This is an optimization exercise on Yosys and OpenROAD, whose aim is small area, a short achievable clock period and few clock cycles per item, not a production implementation.
RTL that was checked went through simulation tests only; none was proved equivalent to the original.

==> run a <==
==> flow/design.v (excerpt) <==
module polar_decoder
(
    input  wire                  clk,
    input  wire                  rst_n,
    input  wire                  module_en,
    input  wire  [192-1:0]  rdata,
    output logic [11-1:0]  raddr,
    output logic [6-1:0]  waddr,
    output logic [16-1:0]  wdata,
    output logic                 wen,
    output logic                 proc_done
);
clock: 10.0 ns
lec_check: 0
abc_area: 1
cap_margin: 20
core_margin: 2
core_utilization: 55
place_density: 0.75
setup_slack_margin: 4.0
slew_margin: 20
tns_end_percent: 100
run.sh (not shown) runs the stock make flow with config.mk's settings and CLKGATE_MAP_FILE= SYNTH_SCRIPT=/design/flow/synth_recipe.tcl, a recipe that flattens the netlist after the stock synthesis.
==> run b: changes against run a <==
--- a/flow/design.v
+++ b/flow/design.v
@@ -88,21 +88,19 @@
     if (FAST) begin : g_fast
         pfx_add #(.W(W+1)) u_s  (.x({1'b0, b[W-1:0]}), .y({1'b0, a[W-1:0]}), .cin(1'b0), .s(sum));
         pfx_add #(.W(W+1)) u_d1 (.x({1'b0, b[W-1:0]}), .y(~{1'b0, a[W-1:0]}), .cin(1'b1), .s(d1));
     end else begin : g_slow
         assign sum = {1'b0, b[W-1:0]} + {1'b0, a[W-1:0]};
         assign d1  = {1'b0, b[W-1:0]} - {1'b0, a[W-1:0]};
     end
     always_comb begin
-        below = {d1[W-1:0], 1'b0};
-        for (int d = 1; d <= W; d = d * 2) begin
-            for (int j = W; j >= d; j--) begin
-                below[j] = below[j] | below[j-d];
-            end
+        below[0] = 1'b0;
+        for (int j = 1; j <= W; j++) begin
+            below[j] = below[j-1] | d1[j-1];
         end
     end
     assign b_ge = ~d1[W];
     assign dif  = d1 ^ ({(W+1){d1[W]}} & below);
     assign eq   = (a[W-1:0] == b[W-1:0]);
 endmodule
 module pe_g_sel #(parameter int W = 12)
 (
@@ -278,21 +276,19 @@
         assign frozen_a[i] = ({1'b0, RANK[4*i +: 4]} + {1'b0, a_k}) < 6'd16;
     end
     assign fr_a = a_right ? frozen_a[15:8] : frozen_a[7:0];
     for (genvar i = 0; i < 16; i++) begin : g_sm
         logic [11:0] c;
         logic [11:0] below;      
         assign c = rdata[12*i +: 12];
         always_comb begin
-            below = {c[10:0], 1'b0};
-            for (int d = 1; d < 12; d = d * 2) begin
-                for (int j = 11; j >= d; j--) begin
-                    below[j] = below[j] | below[j-d];
-                end
+            below[0] = 1'b0;
+            for (int j = 1; j < 12; j++) begin
+                below[j] = below[j-1] | c[j-1];
             end
         end
         assign ch_sm[13*i +: 13] = {c[11], c ^ ({12{c[11]}} & below)};
     end
     for (genvar i = 0; i < 8; i++) begin : g_root
         logic [12:0] fa, fb, fv;
         logic [12:0] ga, gb;
         logic [12:0] sum, dif;
SETUP_SLACK_MARGIN = 3.75   (was 4.0)
==> run c: changes against run a <==
--- a/flow/design.v
+++ b/flow/design.v
@@ -88,21 +88,19 @@
     if (FAST) begin : g_fast
         pfx_add #(.W(W+1)) u_s  (.x({1'b0, b[W-1:0]}), .y({1'b0, a[W-1:0]}), .cin(1'b0), .s(sum));
         pfx_add #(.W(W+1)) u_d1 (.x({1'b0, b[W-1:0]}), .y(~{1'b0, a[W-1:0]}), .cin(1'b1), .s(d1));
     end else begin : g_slow
         assign sum = {1'b0, b[W-1:0]} + {1'b0, a[W-1:0]};
         assign d1  = {1'b0, b[W-1:0]} - {1'b0, a[W-1:0]};
     end
     always_comb begin
-        below = {d1[W-1:0], 1'b0};
-        for (int d = 1; d <= W; d = d * 2) begin
-            for (int j = W; j >= d; j--) begin
-                below[j] = below[j] | below[j-d];
-            end
+        below[0] = 1'b0;
+        for (int j = 1; j <= W; j++) begin
+            below[j] = below[j-1] | d1[j-1];
         end
     end
     assign b_ge = ~d1[W];
     assign dif  = d1 ^ ({(W+1){d1[W]}} & below);
     assign eq   = (a[W-1:0] == b[W-1:0]);
 endmodule
 module pe_g_sel #(parameter int W = 12)
 (
@@ -120,73 +118,94 @@
 );
     logic sa_t;
     logic sub;
     assign sa_t = sa ^ t;
     assign sub  = sa_t ^ sb;
     assign y    = sub ? {(b_ge ? sb : sa_t), dif} : {sb, sum};
     assign nz   = sub ? !eq : (nza | nzb);
 endmodule
-module leaf_pair #(parameter int W = 14)
+module mag_cmp #(parameter int W = 8)
 (
-    input  wire [W:0]   l0,
-    input  wire [W:0]   l1,
-    input  wire         nz0,
-    input  wire         nz1,
-    input  wire         fr0,
-    input  wire         fr1,
-    output logic        u0,
-    output logic        u1
+    input  wire [W-1:0] a,
+    input  wire [W-1:0] b,
+    output logic        gt,
+    output logic        eq
+);
+    mag_gt #(.W(W)) u_gt (.a(a), .b(b), .gt(gt));
+    assign eq = (a == b);
+endmodule
+module leaf_dec
+(
+    input  wire  s0,
+    input  wire  s1,
+    input  wire  nz0,
+    input  wire  nz1,
+    input  wire  gt01,       
+    input  wire  eq01,       
+    input  wire  fr0,
+    input  wire  fr1,
+    output logic u0,
+    output logic u1
 );
-    logic s0, s1;
-    logic gt10, gt01;
+    logic gt10;
     logic sum_neg;
-    assign s0 = l0[W];
-    assign s1 = l1[W];
-    mag_gt #(.W(W)) u_a (.a(l1[W-1:0]), .b(l0[W-1:0]), .gt(gt10));
-    mag_gt #(.W(W)) u_b (.a(l0[W-1:0]), .b(l1[W-1:0]), .gt(gt01));
+    assign gt10    = ~gt01 & ~eq01;
     assign sum_neg = gt10 ? s1 : (gt01 ? s0 : (s0 & s1 & nz0));
     assign u0 = !fr0 && nz0 && nz1 && (s0 ^ s1);
     assign u1 = !fr1 && (u0 ? s1 : sum_neg);
 endmodule
 module sc_quarter #(parameter int W = 13)
 (
     input  wire [4*(W+1)-1:0] y,
     input  wire [3:0]         nz,
     input  wire [3:0]         fr,
     output logic [3:0]        u,
     output logic [3:0]        ps
 );
     logic [W:0]   y0, y1, y2, y3;
-    logic [W:0]   l0, l1;
     logic [W:0]   sum0, dif0, sum1, dif1;
     logic         ge0, eq0, ge1, eq1;
+    logic [3:0]   xgt, xeq;          
+    logic [3:0]   mgt, meq;          
     logic [3:0]   v0, v1;
     logic [1:0]   sel;
+    logic [1:0]   ka;
     assign y0 = y[0*(W+1) +: W+1];
     assign y1 = y[1*(W+1) +: W+1];
     assign y2 = y[2*(W+1) +: W+1];
     assign y3 = y[3*(W+1) +: W+1];
-    assign l0 = {y0[W] ^ y2[W], ge0 ? y0[W-1:0] : y2[W-1:0]};
-    assign l1 = {y1[W] ^ y3[W], ge1 ? y1[W-1:0] : y3[W-1:0]};
-    leaf_pair #(.W(W)) u_la (.l0(l0), .l1(l1), .nz0(nz[0] & nz[2]), .nz1(nz[1] & nz[3]),
-                             .fr0(fr[0]), .fr1(fr[1]), .u0(u[0]), .u1(u[1]));
     pe_g_pre #(.W(W)) u_g0 (.a(y0), .b(y2), .sum(sum0), .dif(dif0), .b_ge(ge0), .eq(eq0));
     pe_g_pre #(.W(W)) u_g1 (.a(y1), .b(y3), .sum(sum1), .dif(dif1), .b_ge(ge1), .eq(eq1));
+    for (genvar k = 0; k < 4; k++) begin : g_x
+        mag_cmp #(.W(W)) u_c (.a(k[0] ? y2[W-1:0] : y0[W-1:0]), .b(k[1] ? y3[W-1:0] : y1[W-1:0]),
+                              .gt(xgt[k]), .eq(xeq[k]));
+    end
+    assign ka = {~ge1, ~ge0};
+    leaf_dec u_la (.s0(y0[W] ^ y2[W]), .s1(y1[W] ^ y3[W]),
+                   .nz0(nz[0] & nz[2]), .nz1(nz[1] & nz[3]),
+                   .gt01(xgt[ka]), .eq01(xeq[ka]),
+                   .fr0(fr[0]), .fr1(fr[1]), .u0(u[0]), .u1(u[1]));
+    for (genvar k = 0; k < 4; k++) begin : g_m
+        mag_cmp #(.W(W+1)) u_c (.a(k[0] ? dif0 : sum0), .b(k[1] ? dif1 : sum1),
+                                .gt(mgt[k]), .eq(meq[k]));
+    end
     for (genvar j = 0; j < 4; j++) begin : g_spec
-        logic [W+1:0] c0, c1;
-        logic         nzc0, nzc1;
-        pe_g_sel #(.W(W)) u_s0 (.sa(y0[W]), .sb(y2[W]), .nza(nz[0]), .nzb(nz[2]),
-                                .sum(sum0), .dif(dif0), .b_ge(ge0), .eq(eq0), .t(j[0]),
-                                .y(c0), .nz(nzc0));
-        pe_g_sel #(.W(W)) u_s1 (.sa(y1[W]), .sb(y3[W]), .nza(nz[1]), .nzb(nz[3]),
-                                .sum(sum1), .dif(dif1), .b_ge(ge1), .eq(eq1), .t(j[1]),
-                                .y(c1), .nz(nzc1));
-        leaf_pair #(.W(W+1)) u_lb (.l0(c0), .l1(c1), .nz0(nzc0), .nz1(nzc1),
-                                   .fr0(fr[2]), .fr1(fr[3]), .u0(v0[j]), .u1(v1[j]));
+        logic sub0, sub1;
+        logic sg0, sg1;
+        logic nzc0, nzc1;
+        assign sub0 = y0[W] ^ j[0] ^ y2[W];
+        assign sub1 = y1[W] ^ j[1] ^ y3[W];
+        assign sg0  = sub0 ? (ge0 ? y2[W] : y0[W] ^ j[0]) : y2[W];
+        assign sg1  = sub1 ? (ge1 ? y3[W] : y1[W] ^ j[1]) : y3[W];
+        assign nzc0 = sub0 ? !eq0 : (nz[0] | nz[2]);
+        assign nzc1 = sub1 ? !eq1 : (nz[1] | nz[3]);
+        leaf_dec u_lb (.s0(sg0), .s1(sg1), .nz0(nzc0), .nz1(nzc1),
+                       .gt01(mgt[{sub1, sub0}]), .eq01(meq[{sub1, sub0}]),
+                       .fr0(fr[2]), .fr1(fr[3]), .u0(v0[j]), .u1(v1[j]));
     end
     assign sel  = {u[1], u[0] ^ u[1]};
     assign u[2] = v0[sel];
     assign u[3] = v1[sel];
     assign ps   = {u[3], u[2] ^ u[3], u[1] ^ u[3], u[0] ^ u[1] ^ u[2] ^ u[3]};
 endmodule
 module half_stage_a #(parameter int W = 13)
 (
@@ -278,21 +297,19 @@
         assign frozen_a[i] = ({1'b0, RANK[4*i +: 4]} + {1'b0, a_k}) < 6'd16;
     end
     assign fr_a = a_right ? frozen_a[15:8] : frozen_a[7:0];
     for (genvar i = 0; i < 16; i++) begin : g_sm
         logic [11:0] c;
         logic [11:0] below;      
         assign c = rdata[12*i +: 12];
         always_comb begin
-            below = {c[10:0], 1'b0};
-            for (int d = 1; d < 12; d = d * 2) begin
-                for (int j = 11; j >= d; j--) begin
-                    below[j] = below[j] | below[j-d];
-                end
+            below[0] = 1'b0;
+            for (int j = 1; j < 12; j++) begin
+                below[j] = below[j-1] | c[j-1];
             end
         end
         assign ch_sm[13*i +: 13] = {c[11], c ^ ({12{c[11]}} & below)};
     end
     for (genvar i = 0; i < 8; i++) begin : g_root
         logic [12:0] fa, fb, fv;
         logic [12:0] ga, gb;
         logic [12:0] sum, dif;
==> run d: changes against run a <==
--- a/flow/design.v
+++ b/flow/design.v
@@ -88,21 +88,19 @@
     if (FAST) begin : g_fast
         pfx_add #(.W(W+1)) u_s  (.x({1'b0, b[W-1:0]}), .y({1'b0, a[W-1:0]}), .cin(1'b0), .s(sum));
         pfx_add #(.W(W+1)) u_d1 (.x({1'b0, b[W-1:0]}), .y(~{1'b0, a[W-1:0]}), .cin(1'b1), .s(d1));
     end else begin : g_slow
         assign sum = {1'b0, b[W-1:0]} + {1'b0, a[W-1:0]};
         assign d1  = {1'b0, b[W-1:0]} - {1'b0, a[W-1:0]};
     end
     always_comb begin
-        below = {d1[W-1:0], 1'b0};
-        for (int d = 1; d <= W; d = d * 2) begin
-            for (int j = W; j >= d; j--) begin
-                below[j] = below[j] | below[j-d];
-            end
+        below[0] = 1'b0;
+        for (int j = 1; j <= W; j++) begin
+            below[j] = below[j-1] | d1[j-1];
         end
     end
     assign b_ge = ~d1[W];
     assign dif  = d1 ^ ({(W+1){d1[W]}} & below);
     assign eq   = (a[W-1:0] == b[W-1:0]);
 endmodule
 module pe_g_sel #(parameter int W = 12)
 (
@@ -278,21 +276,19 @@
         assign frozen_a[i] = ({1'b0, RANK[4*i +: 4]} + {1'b0, a_k}) < 6'd16;
     end
     assign fr_a = a_right ? frozen_a[15:8] : frozen_a[7:0];
     for (genvar i = 0; i < 16; i++) begin : g_sm
         logic [11:0] c;
         logic [11:0] below;      
         assign c = rdata[12*i +: 12];
         always_comb begin
-            below = {c[10:0], 1'b0};
-            for (int d = 1; d < 12; d = d * 2) begin
-                for (int j = 11; j >= d; j--) begin
-                    below[j] = below[j] | below[j-d];
-                end
+            below[0] = 1'b0;
+            for (int j = 1; j < 12; j++) begin
+                below[j] = below[j-1] | c[j-1];
             end
         end
         assign ch_sm[13*i +: 13] = {c[11], c ^ ({12{c[11]}} & below)};
     end
     for (genvar i = 0; i < 8; i++) begin : g_root
         logic [12:0] fa, fb, fv;
         logic [12:0] ga, gb;
         logic [12:0] sum, dif;
PLACE_DENSITY = unset   (was 0.75)
SETUP_SLACK_MARGIN = 4.5   (was 4.0)
==> summary of the runs <==
The lowest global-route usage belongs to run c, the highest to run d.
Wire length: run d > run a > run b > run c.
Between run d and run c, the lower sequential share of layout area is in run c (gap 0.33 points).
Flip-flop and latch count is the same in run b and run a.
First-iteration DRC count, lowest first: run c, run b, run a, run d.
In run a the clock skew is lower than in run d, by 0.010 ns.
Worst hold slack, lowest first: run a, run d, run c, run b.
Synthesized cell count: run c is lower than run d (about 8%).
Testbench counts of run b, summed over its fixed seeds: cycles 2,238, packets 760.
Testbench counts of run d, summed over its fixed seeds: cycles 2,238, packets 760.
No functional check of the RTL was part of run a and run c.

[separate check: timing with driven ports]
The results above use ideal ports. As a check the final layouts listed here were re-extracted and re-timed, cells and wires unchanged. Step 1 (the two cells are an assumption about what drives the block):
set clk [get_ports {clk}]
set_driving_cell -lib_cell sky130_fd_sc_hd__clkbuf_16 $clk
set_driving_cell -lib_cell sky130_fd_sc_hd__buf_2 [delete_from_list [all_inputs] $clk]
Step 2, shift: input delay + t, output delay - t, t = (earliest + latest rising clock arrival at the registers) / 2. This alone moves slack from input paths to output paths. a / b / c = no drivers / after step 1 / after step 2; a / b = the first two.
| run | t (ns) | slack for setup (ns) | worst hold slack (ns) | worst setup path after step 2 |
|---|---|---|---|---|
| run a | 0.736 | 4.141 / 4.141 / 3.887 | 0.301 / 0.301 / 0.301 | input to register |
| run b | 0.742 | 3.951 / 3.951 / 3.722 | 0.318 / 0.318 / 0.318 | input to register |
| run c | 0.736 | 2.999 / 2.999 / 2.999 | 0.315 / 0.315 / 0.315 | register to register |
| run d | 0.742 | 4.169 / 4.169 / 4.125 | 0.308 / 0.308 / 0.308 | input to register |
After both steps every run listed still meets setup and hold. For run a, which loses most, drivers alone change the setup slack by 0.000 ns; drivers and shift together by -0.254 ns.
